What follows belongs to an exercise in optimizing a design on an open flow for small area, a short achievable clock period and few clock cycles per item; a production flow would make more cautious choices.
At most, simulation tests tie the RTL to the original design; equivalence was not proved.
Power is estimated from default activity; no workload was simulated.

oak:
==> flow/design.v <==
`timescale 1ns / 1ps
package lkv_pkg;
   localparam int DEPTH_DEFAULT    = 16;
   localparam int KEY_BITS_DEFAULT = 32;
   localparam int QUEUE_DEPTH      = 2;
   localparam int REQ_TYPE_W    = 2;
   localparam int KEY_W         = 32;
   localparam int VALUE_W       = 32;
   localparam int STATUS_W      = 2;
   localparam int ENTRY_COUNT_W = 5;
   localparam logic [REQ_TYPE_W-1:0] REQ_LOOKUP = 2'd0;
   localparam logic [REQ_TYPE_W-1:0] REQ_INSERT = 2'd1;
   localparam logic [REQ_TYPE_W-1:0] REQ_REMOVE = 2'd2;
   localparam logic [STATUS_W-1:0] STATUS_OK   = 2'd0;
   localparam logic [STATUS_W-1:0] STATUS_MISS = 2'd1;
   localparam logic [STATUS_W-1:0] STATUS_FULL = 2'd2;
   typedef struct packed {
      logic is_insert;
      logic is_remove;
   } op_type;
   localparam int OP_W = 2;
   typedef enum logic [4:0] {
      ST_IDLE       = 5'b00001,
      ST_SEARCH     = 5'b00010,
      ST_FETCH_LAST = 5'b00100,
      ST_DONE       = 5'b01000,
      ST_SPARE      = 5'b10000
   } back_state_type;
endpackage
`timescale 1ns / 1ps
module linear_key_value_table_core #(
   parameter int DEPTH    = lkv_pkg::DEPTH_DEFAULT,
   parameter int KEY_BITS = lkv_pkg::KEY_BITS_DEFAULT
) (
   input  logic                              clock,
   input  logic                              reset,
   input  logic                              req_valid,
   output logic                              req_ready,
   input  logic [lkv_pkg::REQ_TYPE_W-1:0]    req_type,
   input  logic [lkv_pkg::KEY_W-1:0]         req_key,
   input  logic [lkv_pkg::VALUE_W-1:0]       req_value,
   output logic                              rsp_valid,
   input  logic                              rsp_ready,
   output logic [lkv_pkg::STATUS_W-1:0]      rsp_status,
   output logic [lkv_pkg::VALUE_W-1:0]       rsp_value_out,
   output logic [lkv_pkg::ENTRY_COUNT_W-1:0] rsp_entry_count,
   output logic                              rsp_is_empty
);
   localparam int VW = lkv_pkg::VALUE_W;
   localparam int CW = lkv_pkg::ENTRY_COUNT_W;
   logic                r_v, r_ins, r_rem;
   logic [KEY_BITS-1:0] r_key;
   logic [VW-1:0]       r_val;
   logic [DEPTH-1:0]    r_eq;      
   logic [DEPTH-1:0]    r_wf;      
   logic                r_eqp;     
   logic                rdy_ff;
   logic [DEPTH-1:0]    tv;
   logic [KEY_BITS-1:0] tk [DEPTH];
   logic [VW-1:0]       tval [DEPTH];
   logic [CW-1:0]       cnt;
   logic                o_v, o_empty;
   logic [1:0]          o_st;
   logic [VW-1:0]       o_val;
   logic [CW-1:0]       o_cnt;
   logic                s_v;
   logic [1:0]          s_st;
   logic [VW-1:0]       s_val;
   logic                issue, hit, full, ins_ok, rem_ok, o_free, s_v_in, r_v_in;
   logic [DEPTH-1:0]    m, f, sel;
   logic [1:0]          n_st;
   logic [VW-1:0]       n_val;
   logic [CW-1:0]       cnt_in;
   logic                empty_in;
   assign issue = r_v && !s_v;
   assign full  = cnt[CW-1];
   always_comb begin
      logic seen;
      seen = 1'b0;
      for (int i = 0; i < DEPTH; i++) begin
         f[i] = !tv[i] && !seen;
         seen = seen || !tv[i];
      end
   end
   logic [DEPTH-1:0]    eq_in, wf_in;
   for (genvar i = 0; i < DEPTH; i++) begin : g_cmp
      assign eq_in[i] = (tk[i] == req_key);
      assign wf_in[i] = r_v && r_ins && f[i];
      assign m[i]     = tv[i] && (r_wf[i] ? r_eqp : r_eq[i]);
      assign sel[i]   = m[i] && !r_ins;
   end
   assign hit    = |m;
   assign ins_ok = issue && r_ins && !hit && !full;
   assign rem_ok = issue && r_rem && hit;
   always_comb begin
      n_val = '0;
      for (int i = 0; i < DEPTH; i++) n_val = n_val | ({VW{sel[i]}} & tval[i]);
   end
   always_comb begin
      if (r_ins) n_st = hit ? lkv_pkg::STATUS_MISS : (full ? lkv_pkg::STATUS_FULL : lkv_pkg::STATUS_OK);
      else       n_st = hit ? lkv_pkg::STATUS_OK : lkv_pkg::STATUS_MISS;
   end
   always_comb begin
      cnt_in = cnt;
      if (ins_ok) cnt_in = cnt + 1'b1;
      else if (rem_ok) cnt_in = cnt - 1'b1;
   end
   assign empty_in = (cnt == '0) ? !ins_ok : ((cnt == CW'(1)) && rem_ok);
   for (genvar i = 0; i < DEPTH; i++) begin : g_slot
      always_ff @(posedge clock) begin
         if (r_v && r_ins && f[i]) begin
            tk[i]   <= r_key;
            tval[i] <= r_val;
         end
      end
      always_ff @(posedge clock) begin
         if (reset) tv[i] <= 1'b0;
         else if (tv[i]) tv[i] <= !(rem_ok && m[i]);
         else            tv[i] <= ins_ok && f[i];
      end
   end
   assign o_free = !o_v || rsp_ready;
   assign s_v_in = s_v ? !o_free : (issue && !o_free);
   assign r_v_in = rdy_ff ? req_valid : r_v;
   always_ff @(posedge clock) begin
      if (reset) begin
         cnt    <= '0;
         r_v    <= 1'b0;
         s_v    <= 1'b0;
         o_v    <= 1'b0;
         rdy_ff <= 1'b1;
      end else begin
         cnt    <= cnt_in;
         r_v    <= r_v_in;
         s_v    <= s_v_in;
         o_v    <= o_free ? (s_v || issue) : 1'b1;
         rdy_ff <= !r_v_in || !s_v_in;
      end
   end
   always_ff @(posedge clock) begin
      if (rdy_ff) begin
         r_ins <= (req_type == lkv_pkg::REQ_INSERT);
         r_rem <= (req_type == lkv_pkg::REQ_REMOVE);
         r_key <= req_key;
         r_val <= req_value;
         r_eq  <= eq_in;
         r_wf  <= wf_in;
         r_eqp <= (r_key == req_key);
      end
      if (!s_v) begin
         s_st  <= n_st;
         s_val <= n_val;
      end
      if (o_free) begin
         if (s_v) begin
            o_st    <= s_st;
            o_val   <= s_val;
            o_cnt   <= cnt;
            o_empty <= (cnt == '0);
         end else begin
            o_st    <= n_st;
            o_val   <= n_val;
            o_cnt   <= cnt_in;
            o_empty <= empty_in;
         end
      end
   end
   assign req_ready       = rdy_ff;
   assign rsp_valid       = o_v;
   assign rsp_status      = o_st;
   assign rsp_value_out   = o_val;
   assign rsp_entry_count = o_cnt;
   assign rsp_is_empty    = o_empty;
endmodule
make LEC_CHECK=0 CAP_MARGIN=20 CORE_MARGIN=2 CORE_UTILIZATION=40 SETUP_SLACK_MARGIN=2.5 SLEW_MARGIN=20 finish   # period 5.0 ns
run.sh (not shown) runs the stock make flow with config.mk's settings and CLKGATE_MAP_FILE= SYNTH_SCRIPT=/design/flow/synth_recipe.tcl, a recipe that flattens the netlist after the stock synthesis.
#### Input delta (pine over oak)
--- a/flow/design.v
+++ b/flow/design.v
@@ -52,7 +52,4 @@
    logic [KEY_BITS-1:0] r_key;
    logic [VW-1:0]       r_val;
-   logic [DEPTH-1:0]    r_eq;      
-   logic [DEPTH-1:0]    r_wf;      
-   logic                r_eqp;     
    logic                rdy_ff;
    logic [DEPTH-1:0]    tv;
@@ -83,10 +80,7 @@
       end
    end
-   logic [DEPTH-1:0]    eq_in, wf_in;
    for (genvar i = 0; i < DEPTH; i++) begin : g_cmp
-      assign eq_in[i] = (tk[i] == req_key);
-      assign wf_in[i] = r_v && r_ins && f[i];
-      assign m[i]     = tv[i] && (r_wf[i] ? r_eqp : r_eq[i]);
-      assign sel[i]   = m[i] && !r_ins;
+      assign m[i]   = tv[i] && (tk[i] == r_key);
+      assign sel[i] = m[i] && !r_ins;
    end
    assign hit    = |m;
@@ -144,7 +138,4 @@
          r_key <= req_key;
          r_val <= req_value;
-         r_eq  <= eq_in;
-         r_wf  <= wf_in;
-         r_eqp <= (r_key == req_key);
       end
       if (!s_v) begin
[summary]
pine against oak: area added between synthesis and finish went up 9.6 points; per-instance average area after synthesis went up 2.4%; sequential share of power went down 1.4 points. Re global-route wire length before repair: oak and pine aren't equal, and the lower value belongs to oak. Of oak and pine, the run reporting the higher number of global-route vias before repair was oak. oak vs pine, worst setup path endpoint: o_val[12]$_DFFE_PN_ vs cnt[2]$_SDFF_PP0_. The higher internal cell power came out of oak. Total buffers and inverters traversed by the critical path: pine < oak. Comparing the two runs side by side, pine comes out behind oak on maximum frequency. Compared with oak, in pine delay of the slowest cell on the worst path shows an increase of 0.04 ns, clock skew rose by 0.016 ns. Of oak and pine, the higher proportion of total power due to net switching belongs to pine.
Testbench counts of pine, summed over its fixed seeds: cycles 12,016, items 12,000.
The RTL of oak was laid out without a check of its function.

port drivers added, routing unchanged:
No port has a modelled driver above. Below, the same layouts with a new extraction and two added sets of constraints.
Step 1 (the two cells are an assumption about what drives the block):
set clk [get_ports {clock}]
set_driving_cell -lib_cell sky130_fd_sc_hd__clkbuf_16 $clk
set_driving_cell -lib_cell sky130_fd_sc_hd__buf_2 [delete_from_list [all_inputs] $clk]
Step 2 also shifts input and output timing later by t, the mid clock arrival at the registers, as if the neighbouring blocks saw the same clock.
Three values: no drivers, after step 1, after step 2; two values: the first two.
| run | shift t [ns] | setup WS [ns] | clock arrival spread, ns | worst slew at a driven data input, ns | cell pins on the clock port's net |
|---|---|---|---|---|---|
| oak | 0.772 | 2.341 / 2.341 / 1.745 | 0.029 / 0.029 | 0.06 | 1 |
| pine | 0.770 | 1.673 / 1.673 / 1.673 | 0.044 / 0.043 | 0.07 | 1 |
After both steps every run listed still meets setup and hold. For oak, which loses most, drivers alone change the setup slack by 0.000 ns; drivers and shift together by -0.596 ns.
